Background: an optimization exercise with open tools, aiming at small area, a short achievable clock period and few clock cycles. Do not read the settings as production practice.
Function was checked by simulation only, so behaviour that the tests miss may differ from the original.
Power and IR drop assume default switching activity.

## flow/config.mk

```make
export PLATFORM = sky130hd
export DESIGN_NAME = cpu_core
export DESIGN_NICKNAME = cpu_core
export VERILOG_FILES = /design/flow/design.v
export SDC_FILE = /design/flow/constraint.sdc
export NUM_CORES = 4
export LEC_CHECK = 0
export ABC_CLOCK_PERIOD_IN_PS = 4000
export CAP_MARGIN = 20
export CORE_MARGIN = 2
export CORE_UTILIZATION = 40
export SETUP_SLACK_MARGIN = 5
export SLEW_MARGIN = 20
```

## flow/constraint.sdc

```tcl
create_clock -name core_clock -period 9.0 [get_ports {clock}]
set_input_delay 1.8000 -clock core_clock [delete_from_list [all_inputs] [get_ports {clock}]]
set_output_delay 1.8000 -clock core_clock [all_outputs]
set_load 0.01 [all_outputs]
```

## flow/design.v

```verilog
`timescale 1ns/100ps
package cpu_pkg;
    typedef logic [32-1:0]  word_t;
    typedef logic [5-1:0] reg_idx_t;
    typedef enum logic [4:0] {
        ALU_OP_ADD = 5'b00000,
        ALU_OP_SUB = 5'b00001,
        ALU_OP_AND = 5'b00010,
        ALU_OP_OR  = 5'b00011,
        ALU_OP_SLL = 5'b00100,
        ALU_OP_SRA = 5'b00101
    } alu_op_e;
    typedef enum logic [2:0] {
        BR_NONE,
        BR_J,
        BR_JAL,
        BR_JR,
        BR_BNE,
        BR_BLT
    } branch_e;
    typedef struct packed {
        logic [4:0] alu_op;   
        logic     use_imm;    
        logic     is_load;
        logic     is_store;
        branch_e  branch;
        logic     reg_wr;
        reg_idx_t rd;         
    } ctrl_t;
    typedef struct packed {
        word_t pc;
        word_t instr;
    } fd_t;
    typedef struct packed {
        word_t    pc;
        ctrl_t    ctrl;
        reg_idx_t rs;
        reg_idx_t rt;         
        word_t    a;
        word_t    b;
        word_t    imm;
        logic [4:0] shamt;
        word_t    target;
    } dx_t;
    typedef struct packed {
        word_t pc;
        ctrl_t ctrl;
        word_t o;
        word_t b;
    } xm_t;
    typedef struct packed {
        ctrl_t ctrl;
        word_t o;
        word_t d;
    } mw_t;
    typedef struct packed {
        word_t addr;
        word_t wdata;
        logic  wren;
    } dmem_req_t;
    typedef struct packed {
        logic     we;
        reg_idx_t rd;
        word_t    data;
    } wb_t;
endpackage
`timescale 1ns/100ps
`timescale 1ns/100ps
`timescale 1ns/100ps
`timescale 1ns/100ps
`timescale 1ns/100ps
`timescale 1ns/100ps
module cpu_core(
    input  logic                clock,
    input  logic                reset_i,
    input  logic [31:0]         instr_i,
    input  logic [31:0]         dmem_rdata_i,
    output logic [31:0]         imem_addr_o,
    output logic [31:0]         dmem_addr_o,
    output logic [31:0]         dmem_wdata_o,
    output logic                dmem_wren_o
);
    logic [31:0] pc_q;
    logic [31:0] f_pc1;
    logic [31:0] f_tgt_b;
    logic [31:0] f_tgt_j;
    logic [31:0] f_pred_pc;
    logic [31:0] f_alt;
    logic [4:0]  f_op;
    logic        f_isbr;
    logic        f_isj;
    logic        f_back;
    logic        f_pred;
    logic        redir;
    logic [31:0] redir_pc;
    assign f_op    = instr_i[31:27];
    assign f_isbr  = (f_op == 5'b00010) || (f_op == 5'b00110);
    assign f_isj   = (f_op == 5'b00001) || (f_op == 5'b00011);
    assign f_back  = instr_i[16];
    assign f_pc1   = pc_q + 32'd1;
    assign f_tgt_b = f_pc1 + {{15{instr_i[16]}}, instr_i[16:0]};
    assign f_tgt_j = {{5{instr_i[26]}}, instr_i[26:0]};
    assign f_pred  = f_isj || (f_isbr && f_back);
    always_comb begin
        if (f_isj)                f_pred_pc = f_tgt_j;
        else if (f_isbr && f_back) f_pred_pc = f_tgt_b;
        else                      f_pred_pc = f_pc1;
    end
    assign f_alt = (f_isbr && !f_back) ? f_tgt_b : f_pc1;
    logic        fd_v;
    logic [31:0] fd_instr;
    logic [31:0] fd_alt;
    logic        fd_pred;
    always_ff @(posedge clock) begin
        if (reset_i) begin
            pc_q <= '0;
            fd_v <= 1'b0;
        end else begin
            pc_q <= redir ? redir_pc : f_pred_pc;
            fd_v <= !redir;
        end
    end
    always_ff @(posedge clock) begin
        fd_instr <= instr_i;
        fd_alt   <= f_alt;
        fd_pred  <= f_pred;
    end
    assign imem_addr_o = pc_q;
    logic [4:0]  d_op;
    logic [4:0]  d_rd;
    logic [4:0]  d_rs;
    logic [4:0]  d_src2;
    logic [4:0]  d_dest;
    logic [4:0]  d_fn;
    logic        d_v;
    logic        d_isr;
    logic        d_regwr;
    logic        d_add;
    logic        d_sub;
    logic        d_and;
    logic        d_or;
    logic        d_sll;
    logic        d_sra;
    logic        d_link;
    logic        d_useimm;
    logic        d_load;
    logic        d_store;
    logic        d_bne;
    logic        d_blt;
    logic        d_jr;
    logic [31:0] d_a;
    logic [31:0] d_b;
    assign d_v    = fd_v && !redir;
    assign d_op   = fd_instr[31:27];
    assign d_rd   = fd_instr[26:22];
    assign d_rs   = fd_instr[21:17];
    assign d_fn   = fd_instr[6:2];
    assign d_isr  = (d_op == 5'b00000);
    assign d_src2 = d_isr ? fd_instr[16:12] : d_rd;    
    assign d_dest = (d_op == 5'b00011) ? 5'd31 : d_rd;
    assign d_regwr  = d_v && (d_isr || d_op == 5'b00101 || d_op == 5'b01000 || d_op == 5'b00011) &&
                      (d_dest != 5'd0);
    assign d_useimm = (d_op == 5'b00101) || (d_op == 5'b01000) || (d_op == 5'b00111);
    assign d_add    = d_useimm || (d_isr && d_fn == 5'b00000);
    assign d_sub    = d_isr && d_fn == 5'b00001;
    assign d_and    = d_isr && d_fn == 5'b00010;
    assign d_or     = d_isr && d_fn == 5'b00011;
    assign d_sll    = d_isr && d_fn == 5'b00100;
    assign d_sra    = d_isr && d_fn == 5'b00101;
    assign d_link   = (d_op == 5'b00011);
    assign d_load   = d_v && d_op == 5'b01000;
    assign d_store  = d_v && d_op == 5'b00111;
    assign d_bne    = d_v && d_op == 5'b00010;
    assign d_blt    = d_v && d_op == 5'b00110;
    assign d_jr     = d_v && d_op == 5'b00100;
    logic [31:0] rf [31:1];
    logic [31:1] rv;
    logic [31:0] rf_rd [32];
    logic [31:0] rv_rd;
    logic [31:0] xm_o;
    logic [31:0] xm_sd;
    logic [4:0]  xm_dest;
    logic        xm_regwr;
    logic        xm_load;
    logic        xm_store;
    logic [31:0] m_wd;
    always_comb begin
        rf_rd[0] = '0;
        rv_rd[0] = 1'b0;
        for (int i = 1; i < 32; i++) begin
            rf_rd[i] = rf[i];
            rv_rd[i] = rv[i];
        end
    end
    always_comb begin
        if (xm_regwr && xm_dest == d_rs)  d_a = m_wd;
        else if (rv_rd[d_rs])             d_a = rf_rd[d_rs];
        else                              d_a = '0;
    end
    always_comb begin
        if (xm_regwr && xm_dest == d_src2) d_b = m_wd;
        else if (rv_rd[d_src2])            d_b = rf_rd[d_src2];
        else                               d_b = '0;
    end
    logic        de_regwr;
    logic        de_load;
    logic        de_store;
    logic        de_bne;
    logic        de_blt;
    logic        de_jr;
    logic        de_add;
    logic        de_sub;
    logic        de_and;
    logic        de_or;
    logic        de_sll;
    logic        de_sra;
    logic        de_link;
    logic        de_useimm;
    logic        de_pred;
    logic [4:0]  de_dest;
    logic [16:0] de_imm;
    logic [31:0] de_a;
    logic [31:0] de_b;
    logic [31:0] de_alt;
    logic        de_fa_alu;
    logic        de_fa_ld;
    logic        de_fb_alu;
    logic        de_fb_ld;
    always_ff @(posedge clock) begin
        if (reset_i) begin
            de_regwr <= 1'b0;
            de_load  <= 1'b0;
            de_store <= 1'b0;
            de_bne   <= 1'b0;
            de_blt   <= 1'b0;
            de_jr    <= 1'b0;
        end else begin
            de_regwr <= d_regwr;
            de_load  <= d_load;
            de_store <= d_store;
            de_bne   <= d_bne;
            de_blt   <= d_blt;
            de_jr    <= d_jr;
        end
    end
    always_ff @(posedge clock) begin
        de_add    <= d_add;
        de_sub    <= d_sub;
        de_and    <= d_and;
        de_or     <= d_or;
        de_sll    <= d_sll;
        de_sra    <= d_sra;
        de_link   <= d_link;
        de_useimm <= d_useimm;
        de_pred   <= fd_pred;
        de_dest   <= d_dest;
        de_imm    <= fd_instr[16:0];
        de_a      <= d_a;
        de_b      <= d_b;
        de_alt    <= fd_alt;
        de_fa_alu <= de_regwr && !de_load && de_dest == d_rs;
        de_fa_ld  <= de_regwr &&  de_load && de_dest == d_rs;
        de_fb_alu <= de_regwr && !de_load && de_dest == d_src2;
        de_fb_ld  <= de_regwr &&  de_load && de_dest == d_src2;
    end
    logic [31:0] e_a;
    logic [31:0] e_b;
    logic [31:0] e_imm;
    logic [31:0] e_y;
    logic [31:0] e_sum;
    logic [31:0] e_res;
    logic [4:0]  e_sh;
    logic [31:0] e_sra;
    logic        e_ne;
    logic        e_lt;
    logic        e_taken;
    always_comb begin
        if (de_fa_ld)       e_a = dmem_rdata_i;
        else if (de_fa_alu) e_a = xm_o;
        else                e_a = de_a;
    end
    always_comb begin
        if (de_fb_ld)       e_b = dmem_rdata_i;
        else if (de_fb_alu) e_b = xm_o;
        else                e_b = de_b;
    end
    assign e_imm = {{15{de_imm[16]}}, de_imm};
    assign e_sh  = de_imm[11:7];
    assign e_y   = de_useimm ? e_imm : e_b;
    assign e_sra = $signed(e_a) >>> e_sh;
    assign e_sum = e_a + (de_sub ? ~e_y : e_y) + {31'd0, de_sub};
    always_comb begin
        e_res = '0;
        if (de_add || de_sub) e_res = e_res | e_sum;
        if (de_and)           e_res = e_res | (e_a & e_b);
        if (de_or)            e_res = e_res | (e_a | e_b);
        if (de_sll)           e_res = e_res | (e_a << e_sh);
        if (de_sra)           e_res = e_res | e_sra;
        if (de_link)          e_res = e_res | de_alt;
    end
    assign e_ne    = (e_a != e_b);
    assign e_lt    = ($signed(e_b) < $signed(e_a));
    assign e_taken = (de_bne && e_ne) || (de_blt && e_lt);
    assign redir    = ((de_bne || de_blt) && (e_taken != de_pred)) || de_jr;
    assign redir_pc = de_jr ? e_b : de_alt;
    always_ff @(posedge clock) begin
        if (reset_i) begin
            xm_regwr <= 1'b0;
            xm_load  <= 1'b0;
            xm_store <= 1'b0;
        end else begin
            xm_regwr <= de_regwr;
            xm_load  <= de_load;
            xm_store <= de_store;
        end
    end
    always_ff @(posedge clock) begin
        xm_o    <= e_res;
        xm_sd   <= e_b;
        xm_dest <= de_dest;
    end
    assign dmem_addr_o  = xm_o;
    assign dmem_wdata_o = xm_sd;
    assign dmem_wren_o  = xm_store;
    assign m_wd = xm_load ? dmem_rdata_i : xm_o;
    always_ff @(posedge clock) begin
        if (reset_i) begin
            rv <= '0;
        end else if (xm_regwr) begin
            rv[xm_dest] <= 1'b1;
        end
    end
    always_ff @(posedge clock) begin
        if (xm_regwr) begin
            rf[xm_dest] <= m_wd;
        end
    end
endmodule
```

## flow/run.sh

```bash
#!/bin/bash
# synth_recipe.tcl (not shown) runs the flow's synth.tcl, then flattens the netlist and writes it again
# the make line also repeats each setting of config.mk as NAME=value (left out here)
make -C /OpenROAD-flow-scripts/flow DESIGN_CONFIG=/design/flow/config.mk WORK_HOME=/design/flow/orfs CLKGATE_MAP_FILE= SYNTH_SCRIPT=/design/flow/synth_recipe.tcl finish
```

==> impl_metrics.py <==
metrics = {
    "worst_setup_path": {
        "worst_path_most_repeated_cell": "buf_6",
        "worst-path-max-fanout": 8,
        "worst_ep_arrival_time_ns": 4.85,
        "crit_type": "input port to flip-flop",
        "startpoint_type": "input port",
        "cp_top_family": "compound AO/OA/AOI/OAI gates",
        "path_buf_inv": 8,
        "critical_path_required_ns": 9.64,
        "max_stage_delay_ns": 0.44,
        "crit_chain": "buf_4 > nand2_1 > o21a_1 > inv_2 > ha_1 > a21oi_2 > nor3_1 > o41ai_2 > o311ai_4 > buf_4 > nor3_4 > o221ai_4 > buf_6 > buf_6 > buf_8 > buf_6 > buf_12 > a211oi_2 > a211oi_1",
        "end_kind": "flip-flop",
        "critPathSlowestCell": "o41ai_2",
    },
    "drt": {
        "ant_nets": 0,
        "routed_wl_um": 321000,
        "routed_via_density": 7.23,
        "drc_errors": 0,
        "drt-initial-drc-count": 11100,
        "wl_per_cell_um": 40.2,
        "first_pass_iters": 17,
        "vias": 57700,
    },
    "power": {
        "worst_ir_drop_vdd_mv": 0.143,
        "switching_power_mw": 3.85,
        "p_seq_share_pct": 46.0,
        "combPwrFrac_pct": 12.0,
        "p_per_area_nw_per_um2": 187,
        "p_sw_share_pct": 26.3,
        "p_int_mw": 10.8,
        "p_leak_nw": 27.2,
        "clockPowerShare_pct": 41.9,
    },
    "logic_synthesis": {
        "yosys-top-cells-count": "992 x edfxtp_1, 517 x a22oi_1, 375 x nand2_1",
        "yosys_warnings": 2,
        "netlist_area_um2": 64800,
        "yosys_register_bits": 1330,
        "yosysUniqueCellTypes": 81,
        "yosysMostFrequentCell": "edfxtp_1",
        "ys_seq_area_share_pct": 56.4,
        "synth_area_leaders": "edfxtp_1 46%, dfxtp_1 10%, a22oi_1 6.0%",
        "ys.flop_type": "edfxtp_1",
        "syn_nets": 5650,
        "synth_top_area_cell": "edfxtp_1",
        "syn_inst": 5411,
        "synth_top_area_share_pct": 46.0,
        "synth_edf_count": 992,
        "avgSynthCellArea_um2": 12.0,
        "synthArstFlopShare_pct": 0,
    },
    "timing": {
        "rsz0062_at_grt": "true",
        "finalCritPeriodShare_pct": 46.7,
        "relSlewSlack_pct": 14.5,
        "period_needed_ns": 4.20,
        "fin_skew_ns": 0.0319,
        "setup_tns_ns": 0,
        "fmax_mhz": 238,
        "worstMarginPinSlew_ns": 1.25,
        "hold_viol": 0,
        "setup_viol": 0,
        "final_max_slew_viol_count": 0,
    },
    "placement": {
        "dp_hpwl_um": 186000,
        "place_congestion": 1.03,
        "dpl.cell_count": 7526,
        "port_buffers": 162,
    },
    "global_routing": {
        "grt_overflow": 0,
        "met3_usage_pct": 14.9,
        "grt-busiest-layer": "met2",
        "grt_max_degree": 70,
        "met2_usage_pct": 55.0,
        "gr-usage-all-layers_pct": 37.7,
        "antenna_found_initial": 28,
        "grt_pass1_wl_um": 434000,
        "met1_usage_pct": 45.3,
        "grt_pass1_vias": 54000,
    },
    "outcome": {
        "status": "timing/DRC/antenna clean",
    },
    "cells_and_area": {
        "drive_gt1_share_pct": 20.4,
        "final_nets": 5932,
        "syn_to_final_growth_pct": 21.3,
        "layout.cells.non_filler": 7990,
    },
    "clock_tree": {
        "cts_buffers": 143,
        "root_buffer": "clkbuf_16",
        "cts.sinks": 1330,
        "clkLatencyLatePin_ns": 0.83,
        "holdBufCountCts": 0,
        "clk_pin_slew_worst_paths_ns": 0.06,
        "clockBufferDepth": 3,
        "cts_tree": "built",
        "htreeDepth": 4,
    },
    "floorplanning": {
        "fp.dieW_um": 406,
        "fp.dieArea_um2": 165000,
        "core_area_um2": 161000,
        "start_util_pct": 40.3,
        "die_h_um": 406,
        "ios": 163,
        "rows": 147,
    },
    "job": {
        "cap_violations": 0,
    },
    "hold_path": {
        "hold_path_class": "flip-flop to flip-flop",
    },
}
==> cell families after synthesis <==
kind of cell	count (synthesis)	synth area share, %
simple gates	1165	8.62
mux	411	7.72
flops	1330	56.4
fa+ha+maj	173	3.37
compound gates	1661	18.8
buf+inv	532	3.14
xor+xnor	139	1.88
==> per-stage QoR <==
stage	area [um^2]	total power, mW	worst slack, ns	utilization, %	hold WS [ns]
2_1_floorplan	65300	7.64	4.62	-	0.310
3_3_place_gp	70200	8.29	2.54	43.6	0.312
3_5_place_dp	70200	8.29	2.44	43.6	0.313
4_1_cts	77200	14.5	4.77	48.0	0.321
5_1_grt	78500	14.9	4.76	48.8	0.319
6_report	78600	14.7	4.80	48.9	0.314
==> power groups by stage <==
| stage | logic, mW | clock network [mW] | registers (mW) |
|---|---|---|---|
| 2_1_floorplan | 0.834 | 0 | 6.81 |
| 3_3_place_gp | 1.41 | 0 | 6.87 |
| 3_5_place_dp | 1.42 | 0 | 6.87 |
| 4_1_cts | 1.60 | 6.16 | 6.74 |
| 5_1_grt | 1.82 | 6.38 | 6.75 |
| 6_report | 1.76 | 6.15 | 6.75 |
==> registers in the layout (all words and copies together), names as in the netlist, 5 cells and up <==
name      count
de_a         32
xm_sd        32
xm_dest       5
xm_o         32
de_alt       32
rv           31
pc_q         32
de_b         32
fd_instr     32
rf          992
de_imm       17
fd_alt       32
de_dest       5
==> path summary, 6_finish.rpt <==
path	cells after the start	from	to	slack [ns]
worst min register to register	0	fd_alt[11]$_DFF_P_	de_alt[11]$_DFF_P_	0.31
worst max register to register	19	de_fb_alu$_DFF_P_	pc_q[11]$_SDFF_PP0_	4.82
worst min-delay path	0	fd_alt[11]$_DFF_P_	de_alt[11]$_DFF_P_	0.31
worst max-delay path	19	dmem_rdata_i[20]	pc_q[11]$_SDFF_PP0_	4.80
==> routing by layer <==
metal | vias to the layer above | wire length [um]
met5 | - | 190
met3 | 1717 | 50300
met4 | 20 | 29500
met1 | 28100 | 107000
li1 | 22100 | -
met2 | 5816 | 134000
==> area by class of cell <==
type                       count  area (um^2)
fill                       14200        82200
timing repair buffer         507         4550
tap                         2160         2700
clock buffer                 172         3890
sequential                  1330        36600
multi-input combinational   3551        29200
inverter                     160          607
antenna                       20         50.0
clock inverter                90          955
==> placed cells by master, fill, tap and decap left out, types with 35 or more instances in the layout <==
cell             count
o21ai_0            180
ha_4                35
ha_1               123
o22ai_1             56
nand4_1            153
nand2_1            354
a211oi_1            47
clkbuf_16          148
dfxtp_1            314
nand3_1            101
xnor2_1             86
a221oi_1           150
clkdlybuf4s50_1    124
mux2_2              39
nor3_1              53
buf_6               39
a22o_1             120
buf_4              296
a21oi_1            162
mux4_2              65
nor2_1             189
edfxtp_1           992
a22oi_1            517
xor2_1              45
mux2i_1            245
nor2_4              57
a222oi_1            69
inv_1              139
mux2i_4             43
==> timing repair <==
item                       CTS  global route
pin swaps                   68           106
gates cloned                 4             1
gates resized for setup    361           232
setup buffers              117            59
setup endpoints to repair  118           112
Testbench counts, summed over its fixed seeds: cycles 45,237.

-- what the ideal ports hide --
How much do the figures lean on ideal ports? The routed layout below was timed once more, with nothing changed but the port constraints.
Step 1, drivers: a clkbuf_16 drives clock and a buf_2 each remaining input, both assumed.
Step 2, shift: input delay + t, output delay - t, t = (earliest + latest rising clock arrival at the registers) / 2. This alone moves slack from input paths to output paths.
Slacks: ideal ports / drivers / drivers and shift; pairs: ideal ports / drivers.
shift t [ns]: 0.891
setup slack, ns: 4.797 / 4.772 / 3.882
worst hold slack (ns): 0.314 / 0.314 / 0.314
latest minus earliest clock arrival (ns): 0.033 / 0.033
After both steps setup and hold are still met in this run. For this run, drivers alone change the setup slack by -0.025 ns; drivers and shift together by -0.915 ns.
